This is an optimization exercise on Yosys and OpenROAD, whose aim is small area, a short achievable clock period and few clock cycles per item, not a production implementation.
In this exercise RTL edits were held to simulation tests only and were not proved equivalent to the original.
Power is estimated from default activity; no workload was simulated.

==> flow/design.v <==
package tgarle_pkg;
  localparam logic [1:0] KIND_HEADER      = 2'd0;
  localparam logic [1:0] KIND_RUN         = 2'd1;
  localparam logic [1:0] KIND_BAD_TYPE    = 2'd2;
  localparam logic [1:0] KIND_UNSUPPORTED = 2'd3;
  localparam logic [7:0] TYPE_TRUECOLOUR = 8'd2;
  localparam logic [7:0] TYPE_RLE        = 8'd10;
  localparam logic [7:0] DEPTH_24        = 8'd24;
  localparam logic [7:0] DEPTH_32        = 8'd32;
  localparam logic [7:0] OPAQUE_ALPHA   = 8'hff;
endpackage
module tgarle_row_div (
  input  logic [15:0] row_in,
  input  logic        c,
  output logic [15:0] dec_one,
  output logic [15:0] dec_c
);
  logic [15:0] low_zero;    
  always_comb begin
    low_zero[0] = 1'b1;
    for (int i = 1; i < 16; i++) begin
      low_zero[i] = ((row_in & ((16'd1 << i) - 16'd1)) == 16'd0);
    end
    for (int i = 0; i < 16; i++) begin
      dec_one[i] = row_in[i] ^ low_zero[i];
      dec_c[i]   = row_in[i] ^ (c && low_zero[i]);
    end
  end
endmodule
module tga_truecolor_rle_decoder_core (
  input  logic        clk,
  input  logic        rst,
  input  logic        byte_valid,
  output logic        byte_stall,
  input  logic [7:0]  data_byte,
  input  logic        start_of_file,
  output logic        result_valid,
  input  logic        result_stall,
  output logic [1:0]  result_kind,
  output logic [31:0] pixel_rgba,
  output logic [15:0] dest_row,
  output logic [15:0] dest_column,
  output logic [7:0]  run_length,
  output logic [15:0] image_width,
  output logic [15:0] image_height,
  output logic        image_done
);
  localparam logic [2:0] PH_IDLE = 3'd0;
  localparam logic [2:0] PH_HDR  = 3'd1;
  localparam logic [2:0] PH_SKIP = 3'd2;
  localparam logic [2:0] PH_PKT  = 3'd3;
  localparam logic [2:0] PH_PIX  = 3'd4;
  logic [2:0]  phase;
  logic [4:0]  hpos;         
  logic [7:0]  cnt;          
  logic [15:0] wid;
  logic [15:0] prow;         
  logic [15:0] pcol;         
  logic        cpend;        
  logic        cwrap;        
  logic [6:0]  cadd;         
  logic [7:0]  crem;         
  logic        rle, alpha, badtype, unsup, prun;
  logic        pend;         
  logic        busy;         
  logic        wk;           
  logic        hold;         
  logic [6:0]  ra;           
  logic        vld;
  logic [1:0]  kind;
  logic [31:0] rgba;
  logic [15:0] orow;
  logic [7:0]  olen;
  logic        odone;
  logic        hk;           
  logic        w_big;
  logic        accept;
  logic        free;
  logic        complete;
  logic        hdr_emit;
  logic        fire_raw, fire_run, fire;
  assign w_big    = (wid[15:7] != 9'd0);
  assign free     = !vld || !result_stall;
  assign byte_stall = result_stall || hold;
  assign accept   = byte_valid && !byte_stall;
  assign complete = (hpos[1:0] == (alpha ? 2'd3 : 2'd2));
  assign hdr_emit = accept && !start_of_file && (phase == PH_HDR) && (hpos == 5'd17);
  assign fire_raw = accept && !start_of_file && (phase == PH_PIX) && complete && !(rle && prun);
  logic        wrow_zero, wrow_one;
  logic [7:0]  sub1;
  logic [8:0]  sub2;
  logic        take, take_next, iter;
  assign wrow_zero = (prow == 16'd0);
  assign wrow_one  = (prow == 16'd1);
  assign sub1      = {1'b0, ra} - {1'b0, wid[6:0]};
  assign sub2      = {2'b00, ra} - {1'b0, wid[6:0], 1'b0};
  assign iter      = busy && (wk || free);
  assign take      = iter && !w_big && !sub1[7] && !wrow_zero;
  assign take_next = take && !sub2[8] && !wrow_one;
  assign fire_run = pend && free && !(busy && (take || !iter));
  assign fire     = fire_raw || fire_run;
  logic        c_wrap;
  logic [6:0]  t_low;
  logic [16:0] s_add;
  logic [15:0] s_col;
  logic        f_done;
  logic [7:0]  want;
  logic [7:0]  len_done;
  logic [7:0]  f_len;
  logic [15:0] col_next;
  logic [15:0] row_one;      
  logic [15:0] row_fin;      
  always_comb begin
    c_wrap = !crem[7] && (ra >= crem[6:0]);
    t_low  = ra - crem[6:0];                      
    s_add  = {pcol, 1'b1} + {9'd0, cadd, 1'b1};   
    s_col  = s_add[16:1];
    col_next = cwrap ? {9'd0, cadd} : s_col;
    f_done = c_wrap && wrow_zero;
    want   = prun ? cnt : 8'd1;
    len_done = want - {1'b0, t_low};             
    f_len  = f_done ? len_done : want;
  end
  tgarle_row_div u_dec (.row_in (prow), .c (c_wrap), .dec_one (row_one), .dec_c (row_fin));
  logic [15:0] crem_full;
  assign crem_full = wid + ~pcol;
  always_ff @(posedge clk) begin
    crem <= (crem_full[15:7] != 9'd0) ? 8'd128 : {1'b0, crem_full[6:0]};
  end
  logic set_pend;
  assign set_pend = accept && !start_of_file && (phase == PH_PIX) && complete && rle && prun;
  always_ff @(posedge clk) begin
    if (rst) begin
      phase <= PH_IDLE;
      pend  <= 1'b0;
      cpend <= 1'b0;
      busy  <= 1'b0;
      hold  <= 1'b0;
      vld   <= 1'b0;
    end else begin
      if (fire || hdr_emit) begin
        vld <= 1'b1;
      end else if (!result_stall) begin
        vld <= 1'b0;
      end
      hold <= (set_pend || (pend && !fire)) && take_next;
      if (take) begin
        ra   <= sub1[6:0];
        prow <= row_one;
        wk   <= 1'b1;
      end else if (iter) begin
        busy <= 1'b0;
      end
      if (cpend && free) begin
        cpend <= 1'b0;
        pcol  <= col_next;
      end
      if (fire) begin
        pend  <= 1'b0;
        busy  <= 1'b0;
        wk    <= 1'b0;
        prow  <= row_fin;
        cpend <= 1'b1;
        cwrap <= c_wrap;
        cadd  <= c_wrap ? t_low : ra;
      end
      if (accept && start_of_file) begin
        cnt   <= data_byte;
        hpos  <= 5'd1;
        phase <= PH_HDR;
        busy  <= 1'b0;
        wk    <= 1'b0;
      end else if (accept) begin
        case (phase)
          PH_HDR: begin
            case (hpos)
              5'd1:  unsup <= (data_byte != 8'd0);
              5'd2: begin
                rle     <= (data_byte == tgarle_pkg::TYPE_RLE);
                badtype <= (data_byte != tgarle_pkg::TYPE_TRUECOLOUR) &&
                           (data_byte != tgarle_pkg::TYPE_RLE);
              end
              5'd12: wid[7:0]   <= data_byte;
              5'd13: wid[15:8]  <= data_byte;
              5'd14: prow[7:0]  <= data_byte;
              5'd15: prow[15:8] <= data_byte;
              5'd16: begin
                alpha <= (data_byte == tgarle_pkg::DEPTH_32);
                unsup <= unsup || ((data_byte != tgarle_pkg::DEPTH_24) &&
                                   (data_byte != tgarle_pkg::DEPTH_32));
              end
              default: begin
              end
            endcase
            if (hpos == 5'd17) begin
              hpos <= 5'd0;
              rgba <= 32'd0;
              ra   <= 7'd0;
              prun <= 1'b0;
              pcol <= 16'd0;
              prow <= row_one;                    
              if (badtype || unsup || (wid == 16'd0) || (prow == 16'd0)) begin
                phase <= PH_IDLE;
              end else if (cnt != 8'd0) begin
                phase <= PH_SKIP;
              end else begin
                phase <= rle ? PH_PKT : PH_PIX;
              end
            end else begin
              hpos <= hpos + 5'd1;
            end
          end
          PH_SKIP: begin
            cnt <= cnt - 8'd1;
            if (cnt == 8'd1) begin
              phase <= rle ? PH_PKT : PH_PIX;
            end
          end
          PH_PKT: begin
            cnt   <= {1'b0, data_byte[6:0]} + 8'd1;
            prun  <= data_byte[7];
            phase <= PH_PIX;
            busy  <= data_byte[7];
            ra    <= data_byte[7] ? data_byte[6:0] : 7'd0;
          end
          PH_PIX: begin
            case (hpos[1:0])
              2'd0: rgba[15:8]  <= data_byte;
              2'd1: rgba[23:16] <= data_byte;
              2'd2: begin
                rgba[31:24] <= data_byte;
                if (!alpha) rgba[7:0] <= tgarle_pkg::OPAQUE_ALPHA;
              end
              default: rgba[7:0] <= data_byte;
            endcase
            if (!complete) begin
              hpos <= hpos + 5'd1;
            end else begin
              hpos <= 5'd0;
              if (rle && prun) begin
                pend  <= 1'b1;
                phase <= PH_PKT;
              end else if (rle) begin
                if (cnt == 8'd1) begin
                  phase <= PH_PKT;
                end else begin
                  cnt <= cnt - 8'd1;
                end
              end
            end
          end
          default: begin
          end
        endcase
      end
      if (fire && f_done && !(accept && start_of_file)) begin
        phase <= PH_IDLE;
      end
    end
  end
  always_ff @(posedge clk) begin
    if (hdr_emit) begin
      hk    <= 1'b1;
      kind  <= badtype ? tgarle_pkg::KIND_BAD_TYPE :
               unsup   ? tgarle_pkg::KIND_UNSUPPORTED : tgarle_pkg::KIND_HEADER;
      orow  <= prow;
      olen  <= 8'd0;
      odone <= !badtype && !unsup && ((wid == 16'd0) || (prow == 16'd0));
    end else if (fire) begin
      hk    <= 1'b0;
      kind  <= tgarle_pkg::KIND_RUN;
      if (!wk) orow <= prow;
      olen  <= f_len;
      odone <= f_done;
    end else if (take && !wk) begin
      orow  <= prow;
    end
  end
  assign result_valid = vld;
  assign result_kind  = kind;
  assign pixel_rgba   = rgba;
  assign dest_row     = hk ? 16'd0 : orow;
  assign dest_column  = pcol;
  assign run_length   = olen;
  assign image_width  = hk ? wid : 16'd0;
  assign image_height = hk ? orow : 16'd0;
  assign image_done   = odone;
endmodule
==> flow/config.mk <==
export PLATFORM = sky130hd
export DESIGN_NAME = tga_truecolor_rle_decoder_core
export DESIGN_NICKNAME = tga_truecolor_rle_decoder_core
export VERILOG_FILES = /design/flow/design.v
export SDC_FILE = /design/flow/constraint.sdc
export NUM_CORES = 4
export LEC_CHECK = 0
export CAP_MARGIN = 20
export CORE_MARGIN = 2
export CORE_UTILIZATION = 40
export SETUP_SLACK_MARGIN = 4.1
export SLEW_MARGIN = 20
==> flow/constraint.sdc <==
create_clock -name core_clock -period 7.5 [get_ports {clk}]
set_input_delay 1.5000 -clock core_clock [delete_from_list [all_inputs] [get_ports {clk}]]
set_output_delay 1.5000 -clock core_clock [all_outputs]
set_load 0.01 [all_outputs]
standard.sh (not shown) runs the stock make flow with config.mk's settings and CLKGATE_MAP_FILE= SYNTH_SCRIPT=/design/flow/synth_recipe.tcl, a recipe that flattens the netlist after the stock synthesis.
==> flow/flow/run.sh <==
#!/bin/bash
# The standard layout, with plain buf_1 cells as the port buffers (the
# default picks a clkdlybuf4s50_1 delay cell for every port).  Repair still
# upsizes any port buffer that timing needs.
set -euo pipefail
export BUFFER_PORTS_ARGS="-buffer_cell sky130_fd_sc_hd__buf_1"
bash standard.sh > standard_flow.log 2>&1
Testbench counts at the start, summed over its fixed seeds: cycles 128,553, bytes 128,035.
Then changed:
CTS_BUF_LIST = sky130_fd_sc_hd__clkbuf_8   (was unset)
The new run produced a clean layout.
Die area does not change.
Total power fell by roughly a tenth.
Maximum frequency rose slightly.
Setup slack gets better by 21 ps.
Wire length rose slightly.
Global-route usage hardly moves.
Cell area fell slightly.
Count of clock-buffer cells in the layout is unchanged.
Synthesized area is unchanged.
Combinational power is about the same.
Then changed:
CTS_BUF_LIST = unset   (was sky130_fd_sc_hd__clkbuf_8)
SETUP_SLACK_MARGIN = 4.3   (was 4.1)
What happened:
- clock-buffer cell count stays the same
- worst hold slack stays flat
- cell area is higher by 4.3%
- first-iteration DRC count is lower by 5.4%
- register-to-register slack is better by 80 ps
- wire length is higher by 0.63%
- synthesized cell count stays the same
Then changed:
SETUP_SLACK_MARGIN = 4.2   (was 4.3)
After rerunning:
- clock skew went up by 4.1 ps
- design area went down by 1.5%
- utilization went down by 0.72 points
- total power went down by 1.6%
- worst setup slack loses 49 ps
- worst hold slack loses 10 ps
- combinational power went down by about 3%
- synthesized area stays the same
- routed wire length went up by 0.46%
- count of clock-buffer cells in the layout does not change
- via count went down by 0.70%

## port drivers added, routing unchanged
No port has a modelled driver above. Below, the same layouts with a new extraction and two added sets of constraints.
Step 1 assumes that a clkbuf_16 drives the clock port and a buf_2 every other input.
Step 2 times the ports against the registers' clock, not the clock port: input delays grow and output delays shrink by t, the midpoint of the rising clock arrivals with the driver on.
Slacks: ideal ports / drivers / drivers and shift; pairs: ideal ports / drivers.
run | t, ns | setup WS [ns] | cell pins on the clock port's net
the first run | 0.482 | 4.074 / 4.001 / 3.708 | 1
the second run | 0.517 | 4.095 / 4.016 / 3.643 | 1
the third run | 0.479 | 4.123 / 4.047 / 3.727 | 1
the fourth run | 0.474 | 4.075 / 4.003 / 3.674 | 1
After both steps every run listed still meets setup and hold. For the second run, which loses most, drivers alone change the setup slack by -0.079 ns; drivers and shift together by -0.452 ns.
